Context: an optimization exercise on an open-source flow, tuned for small area. The choices shown serve that exercise and are no tape-out recipe.
Function was checked by simulation only, so behaviour that the tests miss may differ from the original.
Power is estimated from default activity; no workload was simulated.

$ cat constraint.sdc
create_clock -name core_clock -period 8.0 [get_ports {clk}]
set_input_delay 1.6000 -clock core_clock [delete_from_list [all_inputs] [get_ports {clk}]]
set_output_delay 1.6000 -clock core_clock [all_outputs]
set_load 0.01 [all_outputs]
$ cat standard.sh
#!/bin/bash
# synth_recipe.tcl (not shown) runs the flow's synth.tcl, then flattens the netlist and writes it again
# the make line also repeats each setting of config.mk as NAME=value (left out here)
make -C /OpenROAD-flow-scripts/flow DESIGN_CONFIG=/design/flow/config.mk WORK_HOME=/design/flow/orfs CLKGATE_MAP_FILE= SYNTH_SCRIPT=/design/flow/synth_recipe.tcl "${@:-finish}"
$ cat flow/run.sh
#!/bin/bash
# Standard ORFS layout (the standard.sh, standard synthesis) with
#  - single-drive buffers on the ports instead of the default delay cells,
#  - a clock tree of larger sink clusters and no dummy loads.
set -euo pipefail
export BUFFER_PORTS_ARGS="-buffer_cell sky130_fd_sc_hd__buf_1"
export CTS_ARGS="-sink_clustering_enable -repair_clock_nets -dont_use_dummy_load -buf_list sky130_fd_sc_hd__clkbuf_8 -sink_clustering_size 16 -sink_clustering_max_diameter 60"
bash standard.sh > standard.log 2>&1
$ cat config.mk
export PLATFORM = sky130hd
export DESIGN_NAME = regfile_scoreboard
export DESIGN_NICKNAME = regfile_scoreboard
export VERILOG_FILES = /design/flow/design.v
export SDC_FILE = /design/flow/constraint.sdc
export NUM_CORES = 8
export LEC_CHECK = 0
export CAP_MARGIN = 20
export CORE_MARGIN = 2
export CORE_UTILIZATION = 40
export PLACE_DENSITY = 0.7
export SLEW_MARGIN = 20
export SYNTH_HIERARCHICAL = 1
$ cat design.v
module rf_hold (
    input  logic q,
    input  logic load,
    input  logic d,
    input  logic keep,
    output logic n
);
    assign n = !((q | load) & (d | keep));
endmodule
module rf_aoi3 (
    input  logic [2:0] d,
    input  logic [2:0] s,
    output logic       y_n
);
    assign y_n = !((d[0] & s[0]) | (d[1] & s[1]) | (d[2] & s[2]));
endmodule
module rf_aoi1 (
    input  logic d,
    input  logic s,
    output logic y_n
);
    assign y_n = !(d & s);
endmodule
module rf_nand4 (
    input  logic [3:0] p_n,
    output logic       y
);
    assign y = !(&p_n);
endmodule
module rf_or3 (
    input  logic [2:0] p,
    output logic       y
);
    assign y = |p;
endmodule
module rf_unphase (
    input  logic y_ph,
    input  logic inv,
    output logic y
);
    assign y = y_ph ^ inv;
endmodule
module rf_merge11 (
    input  logic [10:0] p_n,
    output logic        y
);
    assign y = !(&p_n);
endmodule
module rf_sel32 (
    input  logic [31:0] d,
    input  logic [31:0] s,
    input  logic        inv,
    output logic        y
);
    logic [11:0] w_part;
    logic [2:0]  w_p;
    logic        w_yPh;
    for (genvar j = 0; j < 10; j++) begin : g_aoi
        rf_aoi3 u_aoi (.d(d[3*j +: 3]), .s(s[3*j +: 3]), .y_n(w_part[j]));
    end
    rf_aoi1 u_aoi1a (.d(d[30]), .s(s[30]), .y_n(w_part[10]));
    rf_aoi1 u_aoi1b (.d(d[31]), .s(s[31]), .y_n(w_part[11]));
    for (genvar j = 0; j < 3; j++) begin : g_m
        rf_nand4 u_nand (.p_n(w_part[4*j +: 4]), .y(w_p[j]));
    end
    rf_or3     u_or   (.p(w_p), .y(w_yPh));
    rf_unphase u_unph (.y_ph(w_yPh), .inv(inv), .y(y));
endmodule
module rf_sel31 (
    input  logic [30:0] d,
    input  logic [30:0] s,
    output logic        y
);
    logic [10:0] w_part;
    for (genvar j = 0; j < 10; j++) begin : g_aoi
        rf_aoi3 u_aoi (.d(d[3*j +: 3]), .s(s[3*j +: 3]), .y_n(w_part[j]));
    end
    rf_aoi1 u_aoi1 (.d(d[30]), .s(s[30]), .y_n(w_part[10]));
    rf_merge11 u_merge (.p_n(w_part), .y(y));
endmodule
module rf_nand2 (
    input  logic a,
    input  logic b,
    output logic y
);
    assign y = !(a && b);
endmodule
module rf_nand3 (
    input  logic a,
    input  logic b,
    input  logic c,
    output logic y
);
    assign y = !(a && b && c);
endmodule
module rf_rdsel (
    input  logic lo,
    input  logic hi,
    input  logic wsel_n,
    output logic sel
);
    assign sel = lo && hi && wsel_n;
endmodule
module rf_busynx (
    input  logic busy,
    input  logic wsel_n,
    input  logic keep_all,
    input  logic lo,
    input  logic hi,
    output logic n
);
    assign n = (lo && hi) || (busy && wsel_n && keep_all);
endmodule
module regfile_scoreboard #(
    parameter int XLEN   = 32,
    parameter int AW     = 5,
    parameter int NUM_RD = 2,
    parameter int BYPASS = 1
) (
    input  logic                   clk,
    input  logic                   rst,
    input  logic                   wr_en,
    input  logic [AW-1:0]          wr_addr,
    input  logic [XLEN-1:0]        wr_data,
    input  logic [NUM_RD*AW-1:0]   rd_addr,
    output logic [NUM_RD*XLEN-1:0] rd_data,
    output logic [NUM_RD-1:0]      rd_busy,
    input  logic                   iss_en,
    input  logic [AW-1:0]          iss_addr,
    output logic                   iss_ready,
    input  logic                   flush,
    output logic [(1<<AW)-1:0]     busy_vec,
    output logic [AW:0]            pend_cnt
);
    localparam int NREGS = 1 << AW;
    logic [XLEN-1:0]  r_regs [1:NREGS-1];
    logic [XLEN-1:0]  w_regsNext [1:NREGS-1];
    logic [NREGS-1:1] r_busy;
    logic [NREGS-1:1] w_busyNext;
    logic [AW:0]      r_pendCnt;
    logic             r_phase;
    logic [XLEN-1:0]  w_wrDataPh;
    logic [NREGS-1:0] w_busyAll;
    logic [NREGS-1:1] w_wrSelN;
    logic [NREGS-1:1] w_keep;
    logic [NREGS-1:1] w_load;
    logic [3:0]       w_wrLo;
    logic [7:0]       w_wrHi;
    logic [3:0]       w_issLo;
    logic [7:0]       w_issHi;
    logic             w_wrLive;
    logic             w_issHitWr;
    logic             w_issFire;
    logic             w_issSet;
    logic             w_busyKeep;
    logic             w_rstN;
    logic             w_inc;
    logic             w_dec;
    assign w_busyAll = {r_busy, 1'b0};
    assign w_wrLive   = wr_en && (wr_addr != '0);
    assign w_issHitWr = w_wrLive && (wr_addr == iss_addr);
    assign iss_ready  = !w_busyAll[iss_addr] || w_issHitWr;
    assign w_issFire  = iss_en && iss_ready && (iss_addr != '0) && !flush;
    assign w_issSet   = w_issFire && !rst;
    assign w_busyKeep = !rst && !flush;
    assign w_rstN     = !rst;
    for (genvar i = 0; i < 4; i++) begin : g_lo
        assign w_wrLo[i]  = (wr_addr[1:0] == 2'(i));
        assign w_issLo[i] = (iss_addr[1:0] == 2'(i));
    end
    for (genvar i = 0; i < 8; i++) begin : g_hi
        assign w_wrHi[i]  = wr_en && (wr_addr[4:2] == 3'(i));
        assign w_issHi[i] = w_issSet && (iss_addr[4:2] == 3'(i));
    end
    for (genvar k = 1; k < NREGS; k++) begin : g_row
        rf_nand2 u_wsel (.a(w_wrLo[k%4]), .b(w_wrHi[k/4]), .y(w_wrSelN[k]));
        rf_nand2 u_load (.a(w_wrSelN[k]), .b(w_rstN), .y(w_load[k]));
        rf_nand3 u_keep (.a(w_wrLo[k%4]), .b(w_wrHi[k/4]), .c(w_rstN), .y(w_keep[k]));
        rf_busynx u_busy (
            .busy(r_busy[k]), .wsel_n(w_wrSelN[k]), .keep_all(w_busyKeep),
            .lo(w_issLo[k%4]), .hi(w_issHi[k/4]), .n(w_busyNext[k])
        );
        for (genvar b = 0; b < XLEN; b++) begin : g_bit
            rf_hold u_hold (
                .q(r_regs[k][b]), .load(w_load[k]), .d(w_wrDataPh[b]), .keep(w_keep[k]),
                .n(w_regsNext[k][b])
            );
        end
    end
    assign w_wrDataPh = wr_data ^ {XLEN{r_phase}};
    always_ff @(posedge clk) begin
        r_phase <= !rst && !r_phase;
        for (int k = 1; k < NREGS; k++) begin
            r_regs[k] <= w_regsNext[k];
        end
    end
    always_ff @(posedge clk) begin
        r_busy <= w_busyNext;
    end
    assign w_inc = w_issFire && !w_busyAll[iss_addr];
    assign w_dec = w_wrLive && w_busyAll[wr_addr] && !(w_issFire && w_issHitWr);
    always_ff @(posedge clk) begin
        if (rst || flush) begin
            r_pendCnt <= '0;
        end else if (w_inc && !w_dec) begin
            r_pendCnt <= r_pendCnt + 1'b1;
        end else if (w_dec && !w_inc) begin
            r_pendCnt <= r_pendCnt - 1'b1;
        end
    end
    for (genvar g = 0; g < NUM_RD; g++) begin : g_rd
        logic [AW-1:0]    w_addr;
        logic             w_fwd;
        logic [3:0]       w_lo;
        logic [7:0]       w_hi;
        logic [NREGS-1:1] w_sel;
        logic             w_inv;
        assign w_addr = rd_addr[g*AW +: AW];
        assign w_fwd  = w_wrLive && (wr_addr == w_addr);
        for (genvar i = 0; i < 4; i++) begin : g_lo
            assign w_lo[i] = (w_addr[1:0] == 2'(i));
        end
        for (genvar i = 0; i < 8; i++) begin : g_hi
            assign w_hi[i] = (w_addr[4:2] == 3'(i));
        end
        for (genvar k = 1; k < NREGS; k++) begin : g_sel
            rf_rdsel u_sel (.lo(w_lo[k%4]), .hi(w_hi[k/4]), .wsel_n(w_wrSelN[k]), .sel(w_sel[k]));
        end
        assign w_inv = r_phase && (w_addr != '0) && !w_fwd;
        for (genvar b = 0; b < XLEN; b++) begin : g_bit
            logic [NREGS-1:1] w_in;
            for (genvar k = 1; k < NREGS; k++) begin : g_in
                assign w_in[k] = r_regs[k][b];
            end
            rf_sel32 u_sel (.d({wr_data[b], w_in}), .s({w_fwd, w_sel}), .inv(w_inv),
                            .y(rd_data[g*XLEN + b]));
        end
        rf_sel31 u_busy (.d(r_busy), .s(w_sel), .y(rd_busy[g]));
    end
    assign busy_vec = w_busyAll;
    assign pend_cnt = r_pendCnt;
endmodule
==> notes.md <==
Pleak=15.58 nW; Non-Filler Instances=5212; met2 global-route usage=0.4769; Syn. warnings=10; Post-DP HPWL=110900 um; Area contributors post-synth=dfxtp_1 (53%), a222oi_1 (17%), o22ai_1 (16%); initial antenna violation count=6; final slew viol count=0; Worst-path clk slew=100 ps; clock sink total=1030; CTS resizes=0; Worst Setup SP=wr_addr[4]; required time worst endpoint=6400 ps; total core area=0.09685 mm2; IO Pins=162; Filler Cells Inserted=9119; clock latency (worst-skew pair)=760 ps; Yosys top cell by area=dfxtp_1; Slowest cell on crit path=nor2_1; total gr overflow=0; placed cells=5130; mapped cell area=0.03912 mm2; #FFs+latches synth=1030; total negative setup slack=0 ps; Clock Skew=55.21 ps; r2r setup slk=4340 ps; crit share post-route=0.9388; multi-input logic area=0.01885 mm2; Worst-Margin Slew=1310 ps; GR Layer Usage met3=0.1770; Final Hold Vio Count=0; DR vias=43250; TritonCTS clock tree=done; Layout area overhead=12.58%; RSZ-0062 raised after global routing=false; met1 Usage GRT=0.4698; reg2reg start=r_busy[23]$_DFF_P_; First-pass DRT Iterations=17; PwrDens=224.5 mW/mm2; Routed wire per std cell=36.62 um; Main synth FF type=dfxtp_1; FMAX=133.2 MHz; Total Wirelength=190900 um; Avg Cell Area, Syn=10.96 um2; distinct cell type count after synthesis=53; Max-Slew Margin vs Limit=0.1266; number of global-route vias before repair=39810; worst min path class=register to register; Worst setup SP type=primary input; max_cap viols=0; Die X=316.7 um; Tot GR Track Use=0.3625; sequential share of power=0.592; Net Switching=0.003023 W; post-synth top area share=0.5271; Die H=316.7 um; Tmin final=7510 ps; CP cell instances=buf_1 -> nand2_1 -> nor2_1 -> nand2_1 -> and3_2 -> buf_4 -> a222oi_1 -> nand4_1 -> or3_1 -> xor2_1 -> buf_1; total chip power=0.009884 W; Placer Congestion=1.038; CP endpoint=rd_data[30]; worst r2r dst=r_pendCnt[4]$_SDFFE_PN0P_; Syn Nets=3633; Crit. End Element=primary output; Hold WS=476.8 ps; share of layout cells above drive strength 1=0.09153; status=no timing/DRC/antenna violations; # H-tree levels=3; largest net degree at the start of global routing=63; Root Buffer=clkbuf_8; Max VDD drop=0.0001455 V; slowest cell delay on critical path=830 ps; post-route ant nets=0; first-pass GRT wire length=271100 um; clock buffer depth=3; die area=0.1003 mm2; Most Used Layer, Global Route=met2; CP arrival=5910 ps; IO buf count=160; via/cell ratio=8.298; Starting Density=0.4039; Synth Instances=3569; final setup fails=0; FFs w/ async S/R, synth=0; # nets final=3999; combinational share of power=0.153; clock share of power=0.255; R2R cell count=12; switching part of the total=0.3059; critical path class=primary input to primary output; hold buffer count at CTS=0; num rows=114; Max FO, Critical Path=23; Register Area=0.02062 mm2; Power Internal=0.006861 W; dominant cell by count in the synthesized netlist=dfxtp_1; Post-synth top cells=dfxtp_1 (1030), o22ai_1 (993), a222oi_1 (660); CTS Buf Count=75; 1st-iter DRT viols=12050; Post-CTS Setup Bufs=0; Post-synth EDFFs=0; post-synthesis sequential area ratio=0.5271; drt drc=0
## modules after synthesis (local to each module, per instance), excerpt
module	flops+latches	cell area, um2	cells inside	times used
regfile_scoreboard	1030	22520	1273	1
rf_merge11	0	23.77	4	2
rf_aoi3	0	10.01	1	660
rf_busynx	0	10.01	1	31
rf_unphase	0	8.758	1	64
rf_nand4	0	6.256	1	192
rf_or3	0	6.256	1	64
rf_nand3	0	5.005	1	31
rf_aoi1	0	3.754	1	130
## critical path: cells and delay by family
family                    cells  cell delay [ps]
AOI/OAI and AO/OA             1              420
xor gates and xnor gates      1              180
buffers and inverters         3              850
and+or+nand+nor               6             2830
## final cells by class
type,instances,area share
multi-input combinational,2504,0.4280
antenna,3,0.0001705
sequential,1030,0.4683
tap,1276,0.03626
timing repair buffer,314,0.04290
inverter,10,0.0008524
clock buffer,75,0.02344
## layer usage
| metal | part of all wire | up-vias |
|---|---|---|
| li1 | - | 16960 |
| met5 | 0.0015 | - |
| met4 | 0.078 | 17 |
| met1 | 0.35 | 20480 |
| met3 | 0.20 | 1003 |
| met2 | 0.37 | 4794 |
## registers in the layout, summed over array words and instances, names as in the netlist
signal,flops
r_phase,1
r_pendCnt,6
r_busy,31
r_regs,992
## placed cells by master (no fill, tap or decap), types with 5 or more instances in the layout
master,netlist,layout
or3_1,66,66
a32o_1,32,32
and3_2,0,48
nand3_1,42,17
mux2i_1,5,5
and3_1,64,16
clkbuf_8,3,75
mux4_1,6,6
xor2_2,0,32
inv_1,10,9
dfxtp_1,1030,1029
nand4_1,197,197
mux4_2,10,10
nand3_4,0,9
nor2b_1,8,8
buf_4,2,145
nand2_1,211,211
nand3_2,0,16
nor2_1,24,24
ha_1,6,6
nor3b_1,7,7
xnor2_1,12,12
o22ai_1,993,993
nor3_1,12,12
a222oi_1,660,660
xor2_1,101,69
buf_1,0,160
## stage by stage
step           setup WS (ps)  area [um2]    util
6_report               490.0       44040  0.4547
5_1_grt                534.4       44030  0.4546
4_1_cts                 1007       43860  0.4528
3_5_place_dp            1039       42830  0.4422
3_3_place_gp            1053       42720  0.4411
2_1_floorplan         -38.58       39130       -
## cell families (layout without fill, tap and decap cells)
group                      Yosys count  in the layout  share of synthesized area
AOI/OAI and AO/OA                 1705           1705                     0.3394
xor gates and xnor gates           113            113                    0.02530
adders and majority gates            7              7                   0.002431
buffers and inverters               35            399                   0.005150
DFF                               1030           1030                     0.5271
muxes                               22             22                    0.01136
other                                1              4                 0.00009587
and+or+nand+nor                    656            656                    0.08912
## worst min path at each step
stage                     cells past startpoint                   start  slack [ps]                      to
after floorplan                               1   r_regs[10][0]$_DFF_P_         440   r_regs[10][0]$_DFF_P_
after global placement                        1   r_regs[25][7]$_DFF_P_         450   r_regs[25][7]$_DFF_P_
after detailed placement                      1  r_regs[10][17]$_DFF_P_         460  r_regs[10][17]$_DFF_P_
after CTS                                     1  r_regs[31][30]$_DFF_P_         470  r_regs[31][30]$_DFF_P_
after global routing                          1  r_regs[24][18]$_DFF_P_         490  r_regs[24][18]$_DFF_P_
final                                         1  r_regs[26][24]$_DFF_P_         480  r_regs[26][24]$_DFF_P_
## power by group through the flow
stage          Combinational [W]  Sequential (W)  Clock (W)
2_1_floorplan           0.000813         0.00588          0
3_3_place_gp             0.00138         0.00594          0
3_5_place_dp             0.00141         0.00596          0
4_1_cts                  0.00141         0.00584    0.00249
5_1_grt                  0.00153         0.00590    0.00267
6_report                 0.00151         0.00585    0.00252

afterwards: timing with drivers on the ports:
The results above use ideal ports. As a check the final layout listed here was re-extracted and re-timed, cells and wires unchanged.
Step 1 assumes that a clkbuf_16 drives the clock port and a buf_2 every other input.
Step 2 times the ports against the registers' clock, not the clock port: input delays grow and output delays shrink by t, the midpoint of the rising clock arrivals with the driver on.
a / b / c = ideal ports / drivers / drivers and shift; a / b = the first two.
t, ns: 0.809
setup WS [ns]: 0.490 / 0.459 / 0.459
latest minus earliest clock arrival (ns): 0.062 / 0.062
slew at the worst register clock pin (ns): 0.11 / 0.11
pins driven straight from the clock port: 1
After both steps this run still meets setup and hold. For this run, drivers alone change the setup slack by -0.031 ns; drivers and shift together by -0.031 ns.
